From an optimization exercise on the open Yosys and OpenROAD flow, aimed at small area; shortcuts taken in it are not production practice. The RTL was checked by simulation tests, not by an equivalence proof against the original design. Power is estimated from default activity; no workload was simulated.

==> inputs of willow <==
==> flow/design.v <==
module reg_bank_rw #(
  parameter int                 DATA_W   = 32,
  parameter logic [DATA_W-1:0]  SP_RESET = DATA_W'(227),
  parameter logic [DATA_W-1:0]  RA_RESET = DATA_W'(0)
) (
  input  logic              clk,
  input  logic              reset,
  input  logic              RegWrite,
  input  logic [4:0]        WriteReg,
  input  logic [DATA_W-1:0] WriteData,
  input  logic [4:0]        ReadReg1,
  input  logic [4:0]        ReadReg2,
  input  logic              LoadAB,
  output logic [DATA_W-1:0] ReadData1,
  output logic [DATA_W-1:0] ReadData2,
  output logic [DATA_W-1:0] A_out,
  output logic [DATA_W-1:0] B_out,
  output logic              UninitRead
);
  localparam logic [31:0] TRACKED = 32'h5FFF_FFFE;
  logic [31:1][DATA_W-1:0] regs_r;
  logic [31:1][DATA_W-1:0] regs_n;
  logic [31:1]             unwr_r;      
  logic [31:1]             unwr_n;
  logic [DATA_W-1:0]       a_r, a_n;
  logic [DATA_W-1:0]       b_r, b_n;
  logic                    uninit_r;
  logic                    uninit_n;
  logic [31:1]             wr_s;        
  logic [31:1]             hold_s;      
  logic [31:1]             sel1_s;      
  logic [31:1]             sel2_s;
  logic                    byp1_s;      
  logic                    byp2_s;
  logic                    ld_s;        
  logic                    keep_s;      
  logic                    un1_s;       
  logic                    un2_s;
  rb_wdec u_wdec (.reset(reset), .RegWrite(RegWrite), .WriteReg(WriteReg),
                  .wr(wr_s), .hold(hold_s));
  rb_rdec u_rdec1 (.RegWrite(RegWrite), .WriteReg(WriteReg), .ReadReg(ReadReg1),
                   .sel(sel1_s), .byp(byp1_s));
  rb_rdec u_rdec2 (.RegWrite(RegWrite), .WriteReg(WriteReg), .ReadReg(ReadReg2),
                   .sel(sel2_s), .byp(byp2_s));
  rb_lddec u_lddec (.reset(reset), .LoadAB(LoadAB), .ld(ld_s), .keep(keep_s));
  for (genvar i = 1; i < 32; i++) begin : g_word
    for (genvar j = 0; j < DATA_W; j++) begin : g_bit
      localparam logic RV = (i == 29) ? SP_RESET[j] : ((i == 31) ? RA_RESET[j] : 1'b0);
      if (RV) begin : g_one
        rb_a221o u_n (.a1(wr_s[i]), .a2(WriteData[j]), .b1(hold_s[i]), .b2(regs_r[i][j]),
                      .c1(reset), .x(regs_n[i][j]));
      end else begin : g_z
        rb_a22o u_n (.a1(wr_s[i]), .a2(WriteData[j]), .b1(hold_s[i]), .b2(regs_r[i][j]),
                     .x(regs_n[i][j]));
      end
    end
    if (TRACKED[i]) begin : g_trk
      rb_a21o u_un (.a1(hold_s[i]), .a2(unwr_r[i]), .b1(reset), .x(unwr_n[i]));
    end else begin : g_const
      assign unwr_n[i] = 1'b0;
    end
  end
  rb_rport u_rp1 (.sel(sel1_s), .byp(byp1_s), .wd(WriteData), .q(regs_r), .rd(ReadData1));
  rb_rport u_rp2 (.sel(sel2_s), .byp(byp2_s), .wd(WriteData), .q(regs_r), .rd(ReadData2));
  rb_unsel u_un1 (.sel(sel1_s), .unwr(unwr_r), .un(un1_s));
  rb_unsel u_un2 (.sel(sel2_s), .unwr(unwr_r), .un(un2_s));
  for (genvar j = 0; j < DATA_W; j++) begin : g_ab
    rb_a22o u_a (.a1(ld_s), .a2(ReadData1[j]), .b1(keep_s), .b2(a_r[j]), .x(a_n[j]));
    rb_a22o u_b (.a1(ld_s), .a2(ReadData2[j]), .b1(keep_s), .b2(b_r[j]), .x(b_n[j]));
  end
  rb_flag u_flag (.reset(reset), .ld(ld_s), .un1(un1_s), .un2(un2_s), .q(uninit_r),
                  .d(uninit_n));
  always_ff @(posedge clk) begin
    regs_r   <= regs_n;
    a_r      <= a_n;
    b_r      <= b_n;
    uninit_r <= uninit_n;
  end
  for (genvar i = 1; i < 32; i++) begin : g_unwr
    if (TRACKED[i]) begin : g_ff
      always_ff @(posedge clk) unwr_r[i] <= unwr_n[i];
    end else begin : g_c
      assign unwr_r[i] = 1'b0;
    end
  end
  assign A_out      = a_r;
  assign B_out      = b_r;
  assign UninitRead = uninit_r;
endmodule
module rb_wdec (
  input  logic        reset,
  input  logic        RegWrite,
  input  logic [4:0]  WriteReg,
  output logic [31:1] wr,
  output logic [31:1] hold
);
  logic [3:0] lo;     
  logic [7:0] hi;     
  logic [3:0] lor;    
  logic [7:0] hir;    
  rb_wpre u_pre (.reset(reset), .en(RegWrite), .idx(WriteReg), .lo(lo), .hi(hi),
                 .lor(lor), .hir(hir));
  for (genvar i = 1; i < 32; i++) begin : g_i
    rb_and2  u_w (.a(lo[i % 4]), .b(hi[i / 4]), .x(wr[i]));
    rb_nand2 u_h (.a(lor[i % 4]), .b(hir[i / 4]), .y(hold[i]));
  end
endmodule
module rb_wpre (
  input  logic       reset,
  input  logic       en,
  input  logic [4:0] idx,
  output logic [3:0] lo,
  output logic [7:0] hi,
  output logic [3:0] lor,
  output logic [7:0] hir
);
  always_comb begin
    for (int k = 0; k < 4; k++) begin
      lo[k]  = (idx[1:0] == 2'(k));
      lor[k] = (idx[1:0] == 2'(k)) || reset;
    end
    for (int k = 0; k < 8; k++) begin
      hi[k]  = en && !reset && (idx[4:2] == 3'(k));
      hir[k] = (en && (idx[4:2] == 3'(k))) || reset;
    end
  end
endmodule
module rb_rdec (
  input  logic        RegWrite,
  input  logic [4:0]  WriteReg,
  input  logic [4:0]  ReadReg,
  output logic [31:1] sel,
  output logic        byp
);
  logic [3:0] lo;
  logic [7:0] hi;
  rb_byp u_byp (.RegWrite(RegWrite), .WriteReg(WriteReg), .ReadReg(ReadReg), .byp(byp));
  rb_rpre u_pre (.byp(byp), .idx(ReadReg), .lo(lo), .hi(hi));
  for (genvar i = 1; i < 32; i++) begin : g_i
    rb_and2 u_s (.a(lo[i % 4]), .b(hi[i / 4]), .x(sel[i]));
  end
endmodule
module rb_rpre (
  input  logic       byp,
  input  logic [4:0] idx,
  output logic [3:0] lo,
  output logic [7:0] hi
);
  always_comb begin
    for (int k = 0; k < 4; k++) lo[k] = (idx[1:0] == 2'(k));
    for (int k = 0; k < 8; k++) hi[k] = !byp && (idx[4:2] == 3'(k));
  end
endmodule
module rb_byp (
  input  logic       RegWrite,
  input  logic [4:0] WriteReg,
  input  logic [4:0] ReadReg,
  output logic       byp
);
  assign byp = RegWrite && (WriteReg != 5'd0) && (WriteReg == ReadReg);
endmodule
module rb_lddec (
  input  logic reset,
  input  logic LoadAB,
  output logic ld,
  output logic keep
);
  assign ld   = LoadAB && !reset;
  assign keep = !LoadAB && !reset;
endmodule
module rb_flag (
  input  logic reset,
  input  logic ld,
  input  logic un1,
  input  logic un2,
  input  logic q,
  output logic d
);
  assign d = !reset && (q || (ld && (un1 || un2)));
endmodule
module rb_rport (
  input  logic [31:1]       sel,
  input  logic              byp,
  input  logic [31:0]       wd,
  input  logic [31:1][31:0] q,
  output logic [31:0]       rd
);
  for (genvar j = 0; j < 32; j++) begin : g_bit
    logic [9:0] g;
    logic [2:0] n;
    logic       c;
    for (genvar k = 0; k < 10; k++) begin : g_k
      rb_a222oi u_g (.a1(sel[3*k+1]), .a2(q[3*k+1][j]), .b1(sel[3*k+2]), .b2(q[3*k+2][j]),
                     .c1(sel[3*k+3]), .c2(q[3*k+3][j]), .y(g[k]));
    end
    rb_nand4 u_n0 (.a(g[0]), .b(g[1]), .c(g[2]), .d(g[3]), .y(n[0]));
    rb_nand4 u_n1 (.a(g[4]), .b(g[5]), .c(g[6]), .d(g[7]), .y(n[1]));
    rb_nand2 u_n2 (.a(g[8]), .b(g[9]), .y(n[2]));
    rb_or3   u_c  (.a(n[0]), .b(n[1]), .c(n[2]), .x(c));
    rb_a221o u_o  (.a1(sel[31]), .a2(q[31][j]), .b1(byp), .b2(wd[j]), .c1(c), .x(rd[j]));
  end
endmodule
module rb_unsel (
  input  logic [31:1] sel,
  input  logic [31:1] unwr,
  output logic        un
);
  logic [8:0] g;
  logic [1:0] n;
  for (genvar k = 0; k < 9; k++) begin : g_k
    rb_a222oi u_g (.a1(sel[3*k+1]), .a2(unwr[3*k+1]), .b1(sel[3*k+2]), .b2(unwr[3*k+2]),
                   .c1(sel[3*k+3]), .c2(unwr[3*k+3]), .y(g[k]));
  end
  rb_nand4 u_n0 (.a(g[0]), .b(g[1]), .c(g[2]), .d(g[3]), .y(n[0]));
  rb_nand4 u_n1 (.a(g[4]), .b(g[5]), .c(g[6]), .d(g[7]), .y(n[1]));
  rb_untail u_t (.n0(n[0]), .n1(n[1]), .g8(g[8]), .s28(sel[28]), .u28(unwr[28]),
                 .s30(sel[30]), .u30(unwr[30]), .un(un));
endmodule
module rb_untail (
  input  logic n0, n1, g8, s28, u28, s30, u30,
  output logic un
);
  assign un = n0 | n1 | !g8 | (s28 & u28) | (s30 & u30);
endmodule
module rb_a22o (input logic a1, a2, b1, b2, output logic x);
  assign x = (a1 & a2) | (b1 & b2);
endmodule
module rb_a221o (input logic a1, a2, b1, b2, c1, output logic x);
  assign x = (a1 & a2) | (b1 & b2) | c1;
endmodule
module rb_a21o (input logic a1, a2, b1, output logic x);
  assign x = (a1 & a2) | b1;
endmodule
module rb_a222oi (input logic a1, a2, b1, b2, c1, c2, output logic y);
  assign y = !((a1 & a2) | (b1 & b2) | (c1 & c2));
endmodule
module rb_nand4 (input logic a, b, c, d, output logic y);
  assign y = !(a & b & c & d);
endmodule
module rb_nand2 (input logic a, b, output logic y);
  assign y = !(a & b);
endmodule
module rb_and2 (input logic a, b, output logic x);
  assign x = a & b;
endmodule
module rb_or3 (input logic a, b, c, output logic x);
  assign x = a | b | c;
endmodule
==> flow/flow/run.sh <==
#!/bin/bash
# Own layout flow: the standard ORFS flow (standard.sh), with
#  - port buffers of the smallest buffer cell instead of buffer_ports' default pick,
#  - high-fanout select drivers upsized before global placement (flow/upsize.tcl),
#  - a clock tree of larger sink clusters and no dummy loads.
# Every step's full output goes to orfs/logs (ORFS) and to standard.log here.
set -euo pipefail
export BUFFER_PORTS_ARGS="-buffer_cell sky130_fd_sc_hd__buf_1"
export PRE_GLOBAL_PLACE_TCL="$(pwd)/flow/upsize.tcl"
export CTS_ARGS="-sink_clustering_enable -repair_clock_nets -dont_use_dummy_load -buf_list sky130_fd_sc_hd__clkbuf_16 -sink_clustering_size 24 -sink_clustering_max_diameter 80"
bash standard.sh > standard.log 2>&1
==> flow/flow/upsize.tcl <==
# Before global placement: give each single-drive-strength gate that drives more than 20 pins
# (the register-bank word selects and write/hold strobes) its double-strength version, so
# repair_design does not need to buffer those nets.
set upsize_map {
  sky130_fd_sc_hd__and2_1  sky130_fd_sc_hd__and2_2
  sky130_fd_sc_hd__nand2_1 sky130_fd_sc_hd__nand2_2
  sky130_fd_sc_hd__nor2_1  sky130_fd_sc_hd__nor2_2
}
set upsized 0
foreach inst [[ord::get_db_block] getInsts] {
  set master [[$inst getMaster] getName]
  if { ![dict exists $upsize_map $master] } { continue }
  foreach iterm [$inst getITerms] {
    if { ![$iterm isOutputSignal] } { continue }
    set net [$iterm getNet]
    if { $net == "NULL" } { continue }
    if { [llength [$net getITerms]] > 21 } {
      replace_cell [get_cells [$inst getName]] [dict get $upsize_map $master]
      incr upsized
    }
  }
}
puts "upsize.tcl: upsized $upsized high-fanout drivers"
==> flow/standard.sh <==
#!/bin/bash
# synth_recipe.tcl (not shown) runs the flow's synth.tcl, then flattens the netlist and writes it again
# the make line also repeats each setting of config.mk as NAME=value (left out here)
make -C /OpenROAD-flow-scripts/flow DESIGN_CONFIG=/design/flow/config.mk WORK_HOME=/design/flow/orfs CLKGATE_MAP_FILE= SYNTH_SCRIPT=/design/flow/synth_recipe.tcl "${@:-finish}"
==> flow/config.mk <==
export PLATFORM = sky130hd
export DESIGN_NAME = reg_bank_rw
export DESIGN_NICKNAME = reg_bank_rw
export VERILOG_FILES = /design/flow/design.v
export SDC_FILE = /design/flow/constraint.sdc
export NUM_CORES = 4
export LEC_CHECK = 0
export CAP_MARGIN = 20
export CORE_MARGIN = 2
export CORE_UTILIZATION = 50
export GPL_TIMING_DRIVEN = 0
export SLEW_MARGIN = 20
export SYNTH_HIERARCHICAL = 1
==> flow/constraint.sdc <==
create_clock -name core_clock -period 8.0 [get_ports {clk}]
set_input_delay 1.6000 -clock core_clock [delete_from_list [all_inputs] [get_ports {clk}]]
set_output_delay 1.6000 -clock core_clock [all_outputs]
set_load 0.01 [all_outputs]
==> delta (differences from willow) <==
==> flow/design.v, changed modules only <==
module rb_rport (
  input  logic [31:1]       sel,
  input  logic              byp,
  input  logic [31:0]       wd,
  input  logic [31:1][31:0] q,
  output logic [31:0]       rd
);
  for (genvar j = 0; j < 32; j++) begin : g_bit
    logic [10:0] g;
    logic [2:0]  n;
    for (genvar k = 0; k < 10; k++) begin : g_k
      rb_a222oi u_g (.a1(sel[3*k+1]), .a2(q[3*k+1][j]), .b1(sel[3*k+2]), .b2(q[3*k+2][j]),
                     .c1(sel[3*k+3]), .c2(q[3*k+3][j]), .y(g[k]));
    end
    rb_nand4 u_n0 (.a(g[0]), .b(g[1]), .c(g[2]), .d(g[3]), .y(n[0]));
    rb_nand4 u_n1 (.a(g[4]), .b(g[5]), .c(g[6]), .d(g[7]), .y(n[1]));
    rb_a22oi u_g10 (.a1(sel[31]), .a2(q[31][j]), .b1(byp), .b2(wd[j]), .y(g[10]));
    rb_nand3 u_n2 (.a(g[8]), .b(g[9]), .c(g[10]), .y(n[2]));
    rb_or3   u_o  (.a(n[0]), .b(n[1]), .c(n[2]), .x(rd[j]));
  end
endmodule
module rb_a22oi (input logic a1, a2, b1, b2, output logic y);
  assign y = !((a1 & a2) | (b1 & b2));
endmodule
module rb_nand3 (input logic a, b, c, output logic y);
  assign y = !(a & b & c);
endmodule
--- a/flow/flow/run.sh
+++ b/flow/flow/run.sh
@@ -2,5 +2,5 @@
 # Own layout flow: the standard ORFS flow (standard.sh), with
 #  - port buffers of the smallest buffer cell instead of buffer_ports' default pick,
-#  - high-fanout select drivers upsized before global placement (flow/upsize.tcl),
+#  - gates resized to their loads before global placement (flow/upsize.tcl),
 #  - a clock tree of larger sink clusters and no dummy loads.
 # Every step's full output goes to orfs/logs (ORFS) and to standard.log here.
==> flow/flow/upsize.tcl (replaced) <==
# Before global placement, resize gates from synthesis to suit their loads:
#  - each single-drive-strength gate that drives more than 20 pins (the register-bank word
#    selects and write/hold strobes) gets its double-strength version, so repair_design does
#    not need to buffer those nets;
#  - the double-strength AND-OR-INVERT gates that abc picks for lightly loaded read-port
#    gates go back to single strength (repair_design resizes any that turn out too weak).
set upsize_map {
  sky130_fd_sc_hd__and2_1  sky130_fd_sc_hd__and2_2
  sky130_fd_sc_hd__nand2_1 sky130_fd_sc_hd__nand2_2
  sky130_fd_sc_hd__nor2_1  sky130_fd_sc_hd__nor2_2
}
set downsize_map {
  sky130_fd_sc_hd__a22oi_2 sky130_fd_sc_hd__a22oi_1
}
set upsized 0
set downsized 0
foreach inst [[ord::get_db_block] getInsts] {
  set master [[$inst getMaster] getName]
  if { [dict exists $downsize_map $master] } {
    replace_cell [get_cells [$inst getName]] [dict get $downsize_map $master]
    incr downsized
    continue
  }
  if { ![dict exists $upsize_map $master] } { continue }
  foreach iterm [$inst getITerms] {
    if { ![$iterm isOutputSignal] } { continue }
    set net [$iterm getNet]
    if { $net == "NULL" } { continue }
    if { [llength [$net getITerms]] > 21 } {
      replace_cell [get_cells [$inst getName]] [dict get $upsize_map $master]
      incr upsized
    }
  }
}
puts "upsize.tcl: upsized $upsized high-fanout drivers, downsized $downsized gates"
==> garnet (differences from willow) <==
==> flow/flow/run.sh (replaced) <==
#!/bin/bash
# Own layout flow: the standard ORFS flow (standard.sh), with
#  - port buffers of the smallest buffer cell instead of buffer_ports' default pick,
#  - a clock tree of larger sink clusters and no dummy loads.
# Every step's full output goes to orfs/logs (ORFS) and to standard.log here.
set -euo pipefail
export BUFFER_PORTS_ARGS="-buffer_cell sky130_fd_sc_hd__buf_1"
export CTS_ARGS="-sink_clustering_enable -repair_clock_nets -dont_use_dummy_load -buf_list sky130_fd_sc_hd__clkbuf_16 -sink_clustering_size 24 -sink_clustering_max_diameter 80"
bash standard.sh > standard.log 2>&1
- GPL_TIMING_DRIVEN: 0 -> unset
removed: flow/flow/upsize.tcl
==> comparison table <==
metric                                                                               willow                    delta                   garnet
Share of post-route cells with drive strength above 1                               0.06569                  0.06620                  0.07052
Half-perimeter wire length after detailed placement                              102,700 µm               105,200 µm               111,400 µm
Max Clock Skew                                                                   0.06405 ns               0.04057 ns               0.04487 ns
Final period utilization                                                             0.9869                   0.9555                   0.9493
Routed wire length                                                               190,600 µm               192,900 µm               192,900 µm
Placed instance count                                                                 4,625                    4,625                    4,786
Run status                                                          complete, no violations  complete, no violations  complete, no violations
Routed length on met3                                                             27,670 µm                29,250 µm                28,290 µm
Initial standard-cell utilization of the core                                        0.5040                   0.5053                   0.5040
Final Worst Setup Slack                                                           0.1050 ns                0.3556 ns                0.4060 ns
Met2 wire len                                                                     78,290 µm                80,880 µm                79,660 µm
Fraction of power consumed by the clock network                                       0.323                    0.320                    0.324
Top achievable clock speed                                                        126.7 MHz                130.8 MHz                131.7 MHz
Post-Synthesis Cell Area                                                         41,250 µm²               41,490 µm²               41,250 µm²
Number of inserted diodes                                                                20                        6                       25
Critical path startpoint                                                        ReadReg1[2]              WriteReg[1]              WriteReg[3]
Wire length of the first global-routing pass                                     268,300 µm               270,200 µm               272,600 µm
Number of optimization iterations in the first detailed-route pass                       14                       14                       13
Final-stage net count                                                                 3,661                    3,663                    3,825

re-timing with driven ports:
The results above use ideal ports. As a check the final layouts listed here were re-extracted and re-timed, cells and wires unchanged.
Step 1 (the two cells are an assumption about what drives the block):
set clk [get_ports {clk}]
set_driving_cell -lib_cell sky130_fd_sc_hd__clkbuf_16 $clk
set_driving_cell -lib_cell sky130_fd_sc_hd__buf_2 [delete_from_list [all_inputs] $clk]
Step 2, shift: input delay + t, output delay - t, t = (earliest + latest rising clock arrival at the registers) / 2. This alone moves slack from input paths to output paths.
Slacks: no drivers / after step 1 / after step 2; pairs: no drivers / after step 1.
| run | t, ns | setup slack, ns | pins driven straight from the clock port |
|---|---|---|---|
| willow | 0.717 | 0.105 / -0.005 / -0.005 | 1 |
| delta | 0.711 | 0.356 / 0.229 / 0.229 | 1 |
| garnet | 0.725 | 0.406 / 0.260 / 0.260 | 1 |
Met with ideal ports but missed after step 2: setup timing in willow. The setup slack of garnet, which loses most, moves by -0.146 ns with the drivers and by -0.146 ns with both steps.
